Background: an optimization exercise with open tools, aiming at small area and few clock cycles per item. Do not read the settings as production practice.
Where RTL was checked, it was by simulation tests only, not by an equivalence proof against the original.
No functional check of the RTL was part of run 1.

==> flow/design.v, too long to show whole: its modules and the start of the top module <==
// module fir_stream_filter: 1354 lines
// module fir_fa: 4 lines
// module fir_ha: 4 lines
module fir_stream_filter (
  input  logic               clk,
  input  logic               rst_n,
  input  logic               in_valid,
  output logic               in_ready,
  input  logic signed [15:0] in_data,
  output logic               out_valid,
  input  logic               out_ready,
  output logic signed [15:0] out_data,
  output logic               out_sat,
  input  logic               coef_we,
  input  logic [2:0]         coef_addr,
  input  logic signed [15:0] coef_wdata,
  input  logic               coef_swap,
  input  logic               flush
);
  // ...
==> flow/run.sh <==
#!/bin/bash
# synth_recipe.tcl (not shown) runs the flow's synth.tcl, then flattens the netlist and writes it again
# the make line also repeats each setting of config.mk as NAME=value (left out here)
make -C /OpenROAD-flow-scripts/flow DESIGN_CONFIG=/design/flow/config.mk WORK_HOME=/design/flow/orfs CLKGATE_MAP_FILE= SYNTH_SCRIPT=/design/flow/synth_recipe.tcl finish
==> flow/config.mk <==
export PLATFORM = sky130hd
export DESIGN_NAME = fir_stream_filter
export DESIGN_NICKNAME = fir_stream_filter
export VERILOG_FILES = /design/flow/design.v
export SDC_FILE = /design/flow/constraint.sdc
export NUM_CORES = 4
export LEC_CHECK = 0
export ABC_AREA = 1
export CAP_MARGIN = 20
export CORE_MARGIN = 2
export CORE_UTILIZATION = 55
export SLEW_MARGIN = 20
export SYNTH_HIERARCHICAL = 1
export SYNTH_MINIMUM_KEEP_SIZE = 0
==> flow/constraint.sdc <==
create_clock -name core_clock -period 7.5 [get_ports {clk}]
set_input_delay 1.5000 -clock core_clock [delete_from_list [all_inputs] [get_ports {clk}]]
set_output_delay 1.5000 -clock core_clock [all_outputs]
set_load 0.01 [all_outputs]
==> metrics.yaml, run 1 <==
drv_cap: 0
multi_input_area_um2: 41400
nets: 6074
path_max_fanout: 14
hold_depth: 0
syn_to_final_growth_pct: 7.94
cp.required_ns: 7.91
grt_max_degree: 113
crit_family: "adder cells"
num_rows: 117
hold_buffers: 0
clock_sinks: 426
hold_viol: 0
fillCellCount: 8577
post_cts_resize_count: 0
synth_seq_cells: 426
grt_use_met3: 0.0860
inv_count: 148
grt_pass1_vias: 43100
outcome: "no timing/DRC/antenna violations"
clk_path_buf_depth: 3
final_core_util: 0.600
cts_tree: "built"
start_util: 0.555
synth_top_family_by_area: "adder cells"
synthTopCellsByCount: "1,102 x fa_1, 1,064 x xor2_1, 965 x o22ai_1"
max_freq_mhz: 143
period_share: 0.933
grt_first_pass_wirelength_um: 314000
==> run 2, diff against run 1 <==
--- a/flow/design.v
+++ b/flow/design.v
@@ -14,56 +14,56 @@
   input  logic               coef_swap,
   input  logic               flush
 );
   logic        adv, accept;
   logic [15:0] shadow [8];
   logic [15:0] active [8];
   logic        swap_q;            
   logic [15:0] xn [7];            
-  logic [6:0]  h_ok;              
+  logic [2:0]  clr;               
   logic [15:0] ce [8];            
   logic [16:0] pp [8][8];         
   logic [7:0]  ng [8];            
   logic [34:0] row_a, row_b;
   logic        fits;
   assign adv      = !out_valid || out_ready;
-  assign in_ready = adv && !flush && !swap_q;
+  assign in_ready = adv && !flush && !swap_q && clr == 3'd0;
   assign accept   = in_valid && in_ready;
   always_ff @(posedge clk) begin
     for (int k = 0; k < 8; k++) begin
       if (!rst_n || (coef_we && coef_addr == 3'(k))) shadow[k] <= rst_n ? coef_wdata : 16'd0;
       if (swap_q) active[k] <= shadow[k];
     end
   end
   always_ff @(posedge clk or negedge rst_n) begin
     if (!rst_n) swap_q <= 1'b1;
     else swap_q <= coef_swap;
   end
   always_ff @(posedge clk) begin
-    if (accept) begin
-      xn[0] <= ~in_data;
+    if (accept || clr != 3'd0) begin
+      xn[0] <= (clr != 3'd0) ? 16'hffff : ~in_data;
       for (int k = 1; k < 7; k++) xn[k] <= xn[k-1];
     end
   end
   always_ff @(posedge clk or negedge rst_n) begin
-    if (!rst_n) h_ok <= '0;
-    else if (flush) h_ok <= '0;
-    else if (accept) h_ok <= {h_ok[5:0], 1'b1};
+    if (!rst_n) clr <= 3'd7;
+    else if (flush) clr <= 3'd7;
+    else if (clr != 3'd0) clr <= clr - 3'd1;
   end
   generate
     for (genvar k = 0; k < 8; k++) begin : g_tap
       logic [16:0] cx;      
       logic [16:0] xe;      
       logic [7:0]  one, two;
       if (k == 0) begin : g_new
         assign ce[k] = active[k];
         assign xe = {in_data[15], in_data};
       end else begin : g_old
-        assign ce[k] = h_ok[k-1] ? active[k] : 16'd0;
+        assign ce[k] = active[k];
         assign xe = ~{xn[k-1][15], xn[k-1]};
       end
       assign cx = {ce[k], 1'b0};
       for (genvar j = 0; j < 8; j++) begin : g_dig
         assign ng[k][j] = cx[2*j+2];
         assign one[j] = cx[2*j+1] ^ cx[2*j];
         assign two[j] = (cx[2*j+2] ^ cx[2*j+1]) & ~one[j];
         for (genvar i = 0; i < 17; i++) begin : g_bit
==> flow/config.mk (replaced) <==
export PLATFORM = sky130hd
export DESIGN_NAME = fir_stream_filter
export DESIGN_NICKNAME = fir_stream_filter
export VERILOG_FILES = /design/flow/design.v
export SDC_FILE = /design/flow/constraint.sdc
export NUM_CORES = 4
export LEC_CHECK = 0
export ABC_AREA = 1
export CAP_MARGIN = 10
export CORE_MARGIN = 2
export CORE_UTILIZATION = 55
export CTS_BUF_LIST = sky130_fd_sc_hd__clkbuf_16
export CTS_CLUSTER_DIAMETER = 100
export CTS_CLUSTER_SIZE = 25
export SLEW_MARGIN = 10
export SYNTH_HIERARCHICAL = 1
export SYNTH_MINIMUM_KEEP_SIZE = 0
==> run 2 against run 1 <==
  * Core utilization shrank 0.81 points
  * Final cell count fell by 1.1%
  * First-iteration DRC count fell by 8.1%
  * Hold slack worse by 0.0022 ns
  * Via count decreased by 1.7%
  * Critical path depth decreased by 4
==> metrics.yaml, run 2 <==
postPlaceCellArea_um2: 59000
worstHoldStart: "shadow[6][10]"
reg.largest.list: "active x128, shadow x128, xn x112"
cts_tree: "built"
fillCellCount: 8565  # -0.14%
crit_type: "flip-flop to flip-flop"
hold_end: "active[6][10]"
max_freq_mhz: 144  # +1.1%
io_pins: 61
final_max_slew_viol_count: 0
final_cell_area_um2: 60300
core-area_um2: 102000
die-area_um2: 106000
synthTopCellsByCount: "1,102 x fa_1, 1,008 x xor2_1, 938 x o22ai_1"
htree_levels: 2
reg2reg_slack_ns: 0.58
syn_to_final_growth_pct: 6.34
path_clk_slew_ns: 0.09
tightest_slew_ns: 1.16
post-cts-setup-buffers: 0
ant_nets: 0
synth_top_area_share: 0.389
path_max_fanout: 22  # +8
track_usage: 0.421
cp-startpoint: "active[6][5]"
synth_edf_count: 417
cp.required_ns: 7.87  # -0.04 ns
syn-instance-count: 4914
die_w_um: 325
numPortBuffers: 60
rsz0062_at_grt: "false"
hold_viol: 0  # unchanged
outcome: "no timing/DRC/antenna violations"
start_util: 0.556  # +0.000687
drv_cap: 0  # unchanged
wire_per_inst_um: 35.4
cp-end-kind: "flip-flop"
synth-async-reset-ratio: 0.0118
fin_cells: 6206
timing.rr.start: "active[6][5]"
ys_warn_count: 19
worstReg2RegEnd: "rb_q[8]"
synth_seq_cells: 422  # -0.94%
most-common-layout-cells: "1,102 x fa_1, 1,008 x xor2_1, 938 x o22ai_1"
maxSlewHeadroom: 0.230
drt_iter0_markers: 5940
avgSynthCellArea_um2: 11.5
hold_buffers: 0  # unchanged
placed_cells: 6142
numCtsBuffers: 36
clock_latency_ns: 0.65
synth_top_area_cell: "fa_1"
crit_arrival_ns: 7.29
grt_max_degree: 81  # -28%
place_congestion: 1.02
finClkSkew_ns: 0.0437
period_minus_slack_ns: 6.92
clock_sinks: 422  # -0.94%
final.setup.tns_ns: 0
synth_most_common_cell: "fa_1"
grt_overflow_total: 0
hpwl_um: 184000
grt_first_pass_wirelength_um: 312000  # -0.59%
hold_class: "flip-flop to flip-flop"
worstRegToRegCells: 14
antenna_found_initial: 1
hold_depth: 0  # unchanged
grt_pass1_vias: 41800  # -2.9%
final_common_cell: "fa_1"
synth_area_um2: 56700
vias: 41600
synthTopCellsByArea: "fa_1 39%, edfxtp_1 22%, xor2_1 16%, o22ai_1 10%, clkbuf_1 1.7%"
ys_seq_area_frac: 0.223
synth_flop_cell: "edfxtp_1"
routed_via_density: 6.70
nets: 6022  # -0.86%
synth_cell_type_count: 41
cp-start-kind: "flip-flop"
drt_wl_total_um: 220000
drive_above_1_share: 0.0968
num_rows: 117  # unchanged
period_share: 0.923  # -0.0101
route.detailed.drc: 0
clk_path_buf_depth: 3  # unchanged
cts_root_buffer: "clkbuf_16"
finalSetupViolCount: 0
post_cts_resize_count: 0  # unchanged
dr.pass1.iters: 6
fp.dieH_um: 325
-- run 2: stage by stage --
step | utilization | setup WS (ns) | hold WS [ns]
6_report | 0.591 | 0.576 | 0.402
5_1_grt | 0.591 | 0.401 | 0.408
4_1_cts | 0.591 | 0.606 | 0.409
3_5_place_dp | 0.579 | -0.00154 | 0.405
3_3_place_gp | 0.579 | 0.00833 | 0.400
2_1_floorplan | - | 0.822 | 0.400
-- run 2: final cells by class --
type / instances / area [um2] / area share
repair buffers: 357 / 2870 / 0.0475
clock buffers: 37 / 926 / 0.0153
inverters: 140 / 526 / 0.00871
well taps: 1368 / 1710 / 0.0284
clock inverters: 26 / 369 / 0.00612
diodes: 1 / 2.50 / 0.0000415
flip-flops and latches: 422 / 12700 / 0.210
multi-input cells: 3855 / 41300 / 0.684
-- run 2: layer usage --
layer  track usage  vias up  wire length, um
met1         0.559    21300            80000
li1              -    16800                -
met5             0        -                0
met2         0.615     2916            95600
met3        0.0736      567            22000
met4         0.332        0            21900
-- run 2: how the worst max path moves through the flow --
stage          endpoint  slack [ns]  cells after the start
2_1_floorplan   rb_q[8]        0.82                     13
3_3_place_gp    rb_q[9]       0.008                     13
3_5_place_dp    rb_q[8]      -0.002                     13
4_1_cts         rb_q[8]        0.61                     14
5_1_grt         rb_q[9]        0.40                     14
6_report        rb_q[8]        0.58                     14
-- run 2: cells by family after synthesis --
family	count (synthesis)	share of synthesized area
buffers and inverters	645	0.0507
other	1	0.0000661
adder cells (fa/ha/maj)	1168	0.403
AO/OA/AOI/OAI	1196	0.133
flip-flops	422	0.223
XOR/XNOR	1013	0.156
AND/OR/NAND/NOR	469	0.0331
-- run 2: Yosys stat by module, one instance, submodules excluded --
module / flip-flops and latches / copies in the design
fir_ha: 0 / 31
fir_stream_filter: 422 / 1
fir_fa: 0 / 1093
-- run 2: critical path, stage by stage, from the launching register on --
cell	delay [ns]
edfxtp_1	0.36
buf_4	0.44
nand2_1	0.18
nand2_1	0.62
o22ai_1	0.19
xor2_1	0.20
fa_1	0.50
fa_1	0.83
fa_1	0.49
fa_1	0.46
fa_1	0.47
fa_1	0.45
fa_1	0.49
fa_1	0.54
fa_1	0.42
Testbench counts of run 2, summed over its fixed seeds: cycles 8,256, items 8,192.

port drivers added, routing unchanged:
No port has a modelled driver above. Below, the same layouts with a new extraction and two added sets of constraints.
Step 1: set_driving_cell puts a clkbuf_16 on clk and a buf_2 on each other input, an assumption about the parent block.
Step 2 adds t to the input delays and takes it off the output delays; t is the mean of the earliest and latest rising clock arrival at the registers after step 1. Input paths then give back, and output paths get back, about the clock's delay inside the block.
Three values: ideal ports, drivers, drivers and shift; two values: the first two.
run | shift t [ns] | setup slack, ns | latest minus earliest clock arrival (ns) | worst slew at a driven data input, ns
run 1 | 0.744 | 0.501 / 0.501 / -0.073 | 0.035 / 0.035 | 0.03
run 2 | 0.706 | 0.576 / 0.576 / -0.063 | 0.044 / 0.044 | 0.04
With both steps, setup timing fails in run 1 and run 2, where it was met with ideal ports. The setup slack of run 2, which loses most, moves by 0.000 ns with the drivers and by -0.639 ns with both steps.
